Source: an optimization exercise on an open RTL-to-GDS flow (aim: small area, a short achievable clock period and few clock cycles per item). Production flows keep margins and buffers that such runs may drop.
The RTL was checked by simulation tests, not by an equivalence proof against the original design.

==> config.mk <==
export PLATFORM = sky130hd
export DESIGN_NAME = simd_alu_pipe
export DESIGN_NICKNAME = simd_alu_pipe
export VERILOG_FILES = /design/flow/design.v
export SDC_FILE = /design/flow/constraint.sdc
export NUM_CORES = 4
export LEC_CHECK = 0
export CAP_MARGIN = 20
export CORE_MARGIN = 2
export CORE_UTILIZATION = 40
export SLEW_MARGIN = 20
==> constraint.sdc <==
create_clock -name core_clock -period 8.5 [get_ports {clk_fake}]
set_input_delay 1.7000 -clock core_clock [delete_from_list [all_inputs] [get_ports {clk_fake}]]
set_output_delay 1.7000 -clock core_clock [all_outputs]
set_load 0.01 [all_outputs]
==> design.v <==
module simd_alu_pipe #(
    parameter int LANE_WIDTH = 32,
    parameter int LANES      = 4
) (
    input  logic                        clk_fake,
    input  logic                        rst_n,
    input  logic                        in_valid,
    output logic                        in_ready,
    input  logic [3:0]                  opCode,
    input  logic [LANE_WIDTH*LANES-1:0] inA,
    input  logic [LANE_WIDTH*LANES-1:0] inB,
    output logic                        out_valid,
    output logic [LANE_WIDTH*LANES-1:0] dataOut,
    output logic [LANES-1:0]            zeroOut,
    output logic                        err
);
    localparam int W   = LANE_WIDTH * LANES;
    localparam int SHW = $clog2(LANE_WIDTH);
    localparam logic [3:0] OP_ADD = 4'b0000;
    localparam logic [3:0] OP_SUB = 4'b0001;
    localparam logic [3:0] OP_MUL = 4'b0010;
    localparam logic [3:0] OP_AND = 4'b0011;
    localparam logic [3:0] OP_OR  = 4'b0100;
    localparam logic [3:0] OP_SHL = 4'b0111;
    localparam logic [3:0] OP_ROL = 4'b1000;
    typedef enum logic {IDLE, EXEC} state_t;
    typedef enum logic [1:0] {M_MUL, M_SHL, M_ROL} mop_t;
    state_t                 state_q, state_d;
    mop_t                   s1_op_q, s1_op_d;
    logic [W-1:0]           s1_dat_q, s1_dat_d;
    logic [LANES*SHW-1:0]   s1_amt_q, s1_amt_d;
    logic [W-1:0]           dout_q, dout_d;
    logic [LANES-1:0]       zero_q, zero_d;
    logic                   err_q, err_d;
    logic                   vld_q, vld_d;
    logic [W-1:0]           s_res, prod, m_res;
    logic [LANES*SHW-1:0]   amt_in;
    logic [LANES-1:0]       s_zero, m_zero;
    logic                   accept, is_m, illegal;
    mop_t                   mop_in;
    function automatic logic [LANE_WIDTH-1:0] addsub_lane(
        input logic [LANE_WIDTH-1:0] a,
        input logic [LANE_WIDTH-1:0] b,
        input logic                  sub
    );
        logic [LANE_WIDTH-1:0] r;
        r = sub ? (a - b) : (a + b);
        addsub_lane = r;
    endfunction
    function automatic logic [LANE_WIDTH-1:0] lane_s(
        input logic [3:0]            op,
        input logic [LANE_WIDTH-1:0] a,
        input logic [LANE_WIDTH-1:0] b
    );
        logic [LANE_WIDTH-1:0] r;
        r = '0;
        case (op)
            OP_ADD:  r = addsub_lane(a, b, 1'b0);
            OP_SUB:  r = addsub_lane(a, b, 1'b1);
            OP_AND:  r = a & b;
            OP_OR:   r = a | b;
            default: r = '0;
        endcase
        lane_s = r;
    endfunction
    function automatic logic [LANE_WIDTH-1:0] lane_m(
        input mop_t                  op,
        input logic [LANE_WIDTH-1:0] d,
        input logic [SHW-1:0]        amt
    );
        logic [LANE_WIDTH-1:0] r;
        r = d;
        case (op)
            M_MUL:   r = d;
            M_SHL:   r = d << amt;
            M_ROL:   r = (d << amt) | (d >> (LANE_WIDTH - int'(amt)));
            default: r = d;
        endcase
        lane_m = r;
    endfunction
    always_comb begin
        s_res  = '0;
        prod   = '0;
        m_res  = '0;
        amt_in = '0;
        s_zero = '0;
        m_zero = '0;
        for (int i = 0; i < LANES; i++) begin
            s_res[i*LANE_WIDTH +: LANE_WIDTH] = lane_s(opCode, inA[i*LANE_WIDTH +: LANE_WIDTH],
                                                       inB[i*LANE_WIDTH +: LANE_WIDTH]);
            prod[i*LANE_WIDTH +: LANE_WIDTH]  = inA[i*LANE_WIDTH +: LANE_WIDTH]
                                              * inB[i*LANE_WIDTH +: LANE_WIDTH];
            amt_in[i*SHW +: SHW]              = inB[i*LANE_WIDTH +: SHW];
            m_res[i*LANE_WIDTH +: LANE_WIDTH] = lane_m(s1_op_q, s1_dat_q[i*LANE_WIDTH +: LANE_WIDTH],
                                                       s1_amt_q[i*SHW +: SHW]);
            s_zero[i] = ~|s_res[i*LANE_WIDTH +: LANE_WIDTH];
            m_zero[i] = ~|m_res[i*LANE_WIDTH +: LANE_WIDTH];
        end
    end
    always_comb begin
        is_m    = 1'b0;
        illegal = 1'b0;
        mop_in  = M_MUL;
        case (opCode)
            OP_ADD, OP_SUB, OP_AND, OP_OR: ;
            OP_MUL: is_m = 1'b1;
            OP_SHL: begin is_m = 1'b1; mop_in = M_SHL; end
            OP_ROL: begin is_m = 1'b1; mop_in = M_ROL; end
            default: illegal = 1'b1;
        endcase
    end
    assign in_ready = (state_q == IDLE);
    assign accept   = in_valid && in_ready;
    always_comb begin
        state_d  = state_q;
        s1_op_d  = s1_op_q;
        s1_dat_d = s1_dat_q;
        s1_amt_d = s1_amt_q;
        dout_d   = dout_q;
        zero_d   = zero_q;
        err_d    = err_q;
        vld_d    = 1'b0;
        case (state_q)
            IDLE: begin
                if (accept) begin
                    if (is_m) begin
                        s1_op_d  = mop_in;
                        s1_dat_d = (mop_in == M_MUL) ? prod : inA;
                        s1_amt_d = amt_in;
                        state_d  = EXEC;
                    end else begin
                        dout_d = illegal ? '0 : s_res;
                        zero_d = illegal ? '0 : s_zero;
                        err_d  = illegal;
                        vld_d  = 1'b1;
                    end
                end
            end
            EXEC: begin
                dout_d  = m_res;
                zero_d  = m_zero;
                err_d   = 1'b0;
                vld_d   = 1'b1;
                state_d = IDLE;
            end
            default: state_d = IDLE;
        endcase
    end
    always_ff @(posedge clk_fake or negedge rst_n) begin
        if (!rst_n) begin
            state_q  <= IDLE;
            s1_op_q  <= M_MUL;
            s1_dat_q <= '0;
            s1_amt_q <= '0;
            dout_q   <= '0;
            zero_q   <= '0;
            err_q    <= 1'b0;
            vld_q    <= 1'b0;
        end else begin
            state_q  <= state_d;
            s1_op_q  <= s1_op_d;
            s1_dat_q <= s1_dat_d;
            s1_amt_q <= s1_amt_d;
            dout_q   <= dout_d;
            zero_q   <= zero_d;
            err_q    <= err_d;
            vld_q    <= vld_d;
        end
    end
    assign out_valid = vld_q;
    assign dataOut   = dout_q;
    assign zeroOut   = zero_q;
    assign err       = err_q;
endmodule
==> run.sh <==
#!/bin/bash
# synth_recipe.tcl (not shown) runs the flow's synth.tcl, then flattens the netlist and writes it again
# the make line also repeats each setting of config.mk as NAME=value (left out here)
make -C /OpenROAD-flow-scripts/flow DESIGN_CONFIG=/design/flow/config.mk WORK_HOME=/design/flow/orfs CLKGATE_MAP_FILE= SYNTH_SCRIPT=/design/flow/synth_recipe.tcl finish
==> run summary <==
outcome=timing/DRC/antenna clean; Die ar.=0.264 mm^2; kind of critical path=in2reg; Top Ports=398; Post-DP HPWL=328 mm; Fin Setup TNS=0 ns; Seq/Total Area, Yosys=6.86%; DR WL/cell=24.3 um; FF+latch count, synth=285; Synthesis Warnings=1; Cells after Synth=12531; Port Buffers=397; Slew Viols, Final=0; cell area after layout=0.120 mm^2; placed insts=16502; die width=514 um; core area=0.259 mm^2; Nets=15679; CTS clk-pin slew, worst paths=0.06 ns; RSZ-0062 raised after global routing=true; drt via density=5.69; dpl ws=-1.00 ns; synth top area cells=fa_1 32%, ha_1 7.6%, and2_1 7.1%; GRT met1 Usage=41.1%; crit path from=inA[43]; Max H-tree Level=2; vias after detailed routing=94378; P&R area growth vs syn=15.4%; Synth Cell Area=0.104 mm^2; Max Cap Viol=0; top-area cell type share of the netlist area=31.5%; GP Congestion=1.03; gr busiest metal=met2; Hold Buf Count CTS=0; number of enable flip-flop cells after synthesis=0; library cells used by synthesis=105; DRC Markers=0; Period Utilization, post-route=98.2%; crit path launch type=primary input; worst r2r src=s1_amt_q[10]; Clock Tree Buf Depth=3; chip height=514 um; HP Class=reg2reg; hold path start=dout_q[99]; WL final=404 mm; CP arrival=8.85 ns; FMAX=120 MHz; first-pass iteration count of the detailed router=7; CTS Root Buffer Type=clkbuf_16; Num Clock Sinks=285; pin count of the biggest net entering global routing=127; Most used DFF post-synth=dfrtp_1; CTS tree=yes; wire length of the first global-routing pass=615 mm; clk_skew=0.0454 ns; Rel. slew slack=18.7%; GR Layer Usage met2=48.5%; GR Overflow Total=0; initial drt markers=9452; # setup viols final=0; CTS Buf Count=40; Crit. End Element=register; fraction of registers with async set/reset=100%; fin worst setup slack=0.149 ns; WP data required=9.00 ns; Final Util=46.3%; post-layout min period=8.35 ns; worst slew pin tran=1.22 ns; vias in the first global route=96322; placed cell area=0.118 mm^2; dominant cell type by area after synthesis=fa_1; Mean Syn Cell Area=8.29 um^2; Post-Syn Nets=15064; met3 Use GR=3.86%; Initial Util=40.1%; filler-free cell count of the finished design=16587; initial antenna violation count=15; row cnt=187; Final Hold Slack=0.517 ns; antenna viol nets, final=0; share of cells above drive strength 1=11.8%; GRT Util Overall=30.5%; reg-to-reg slack, setup=3.16 ns; Skew-Pair Late Insertion Delay=0.62 ns; final hold vios=0; worst-path fanout max=5
==> repair_timing <==
item,in CTS,in global routing
buffers inserted,0,4
pin swaps,3,33
setup endpoints to repair,6,38
resized for setup,11,106
cloned,0,0
==> cell type report <==
class | instances | area, um^2
inverters | 1654 | 6210
flip-flops and latches | 285 | 7150
diodes | 8 | 20.0
multi-input cells | 9697 | 87400
repair buffers | 1468 | 13500
clock buffers | 50 | 1070
clock inverters | 23 | 312
fillers | 25626 | 139000
well taps | 3402 | 4260
==> cell usage in the layout, fill, tap and decap left out, drive strengths merged, types with 32 or more instances in the layout <==
cell and instances:
fa 1636, and3 46, or2 32, nor2b 68
mux2i 284, nand2 1810, xor2 192, xnor2 344
a31oi 98, clkbuf 50, o21ai 522, buf 1077
o211ai 90, nand4 41, o21a 38, o22ai 44
and2 1184, a22oi 77, nor3 133, a21o 102
nand3 112, nor2 572, o31ai 60, ha 634
clkdlybuf4s50 363, a21oi 579, mux2 89, dfrtp 285
a221oi 58, inv 1655, nor4 44, or3 39
a211oi 84, mux4 161, nand2b 89
==> per-layer routing <==
metal	wire, um	vias up
li1	-	41954
met1	167000	47131
met2	182000	4423
met3	31200	862
met4	23500	8
met5	57	-
==> state kept, by name, indices dropped and copies added (netlist names) <==
| signal | cells |
|---|---|
| dout_q | 128 |
| s1_dat_q | 128 |
| s1_amt_q | 20 |
| zero_q | 4 |
| s1_op_q | 2 |
| err_q | 1 |
| state_q | 1 |
| vld_q | 1 |
==> cell usage after synthesis, drive strengths merged (17+ instances only) <==
cell type  instances
fa              1636
clkbuf           731
mux2i            284
and3              46
a21oi            579
a22oi             77
nand2           1810
nor2             572
o31ai             60
o21a              38
a2111oi           19
o221ai            26
a211oi            84
a211o             20
a221oi            58
ha               634
nand4             41
nor4              44
a31oi             98
nand3            112
dfrtp            285
nand2b            89
o41ai             17
a21o             102
and2            1184
a222oi            31
o22ai             44
or4               26
nor2b             68
nor3b             19
o211ai            90
inv             1651
nor3             133
o21ai            522
or2               32
xnor2            344
or3               39
buf              164
mux4             161
a221o             22
mux2              89
xor2             192
o21bai            31
==> worst paths after layout <==
check,end,depth (start not counted)
min,dout_q[99],1
min in group asynchronous,s1_dat_q[57],1
min reg2reg,dout_q[99],1
max in group asynchronous,s1_amt_q[0],2
max reg2reg,zero_q[2],13
max,s1_dat_q[63],25
==> kinds of logic after synthesis <==
group,count (synthesis),synth area share (%)
DFF,285,6.86
AOI/OAI and AO/OA,2091,12.9
and+or+nand+nor,4266,19.9
buffers and inverters,2549,9.42
xor gates and xnor gates,536,4.54
adders and majority gates,2270,39.1
muxes,534,7.19
==> worst max-delay path, stage by stage <==
cell,delay (ns)
clkdlybuf4s50_1,0.50
buf_6,0.14
and2_4,0.15
fa_1,0.44
fa_1,0.50
fa_1,0.52
inv_1,0.07
fa_1,0.54
inv_1,0.06
fa_1,0.51
inv_1,0.06
fa_1,0.54
inv_1,0.05
fa_1,0.50
fa_1,0.46
ha_4,0.29
nand4_1,0.11
o21ai_2,0.16
a31oi_1,0.12
a21bo_2,0.25
a21oi_4,0.18
o41ai_2,0.10
nand2b_1,0.17
or4_1,0.47
a32o_1,0.27
Testbench counts, summed over its fixed seeds: cycles 92,716, items 64,000.

static timing again, ports no longer ideal:
The results above use ideal ports. As a check the final layout listed here was re-extracted and re-timed, cells and wires unchanged. Step 1, drivers: a clkbuf_16 drives clk_fake and a buf_2 each remaining input, both assumed. Step 2 also shifts input and output timing later by t, the mid clock arrival at the registers, as if the neighbouring blocks saw the same clock. a / b / c = ideal / step 1 / step 2; a / b = the first two.
t, ns: 0.697
slack for setup (ns): 0.149 / 0.211 / -0.486
slew at the worst register clock pin (ns): 0.08 / 0.08
cell pins on the clock port's net: 1
Met with ideal ports but missed after step 2: setup timing in this run. The setup slack of this run moves by +0.062 ns with the drivers and by -0.635 ns with both steps.
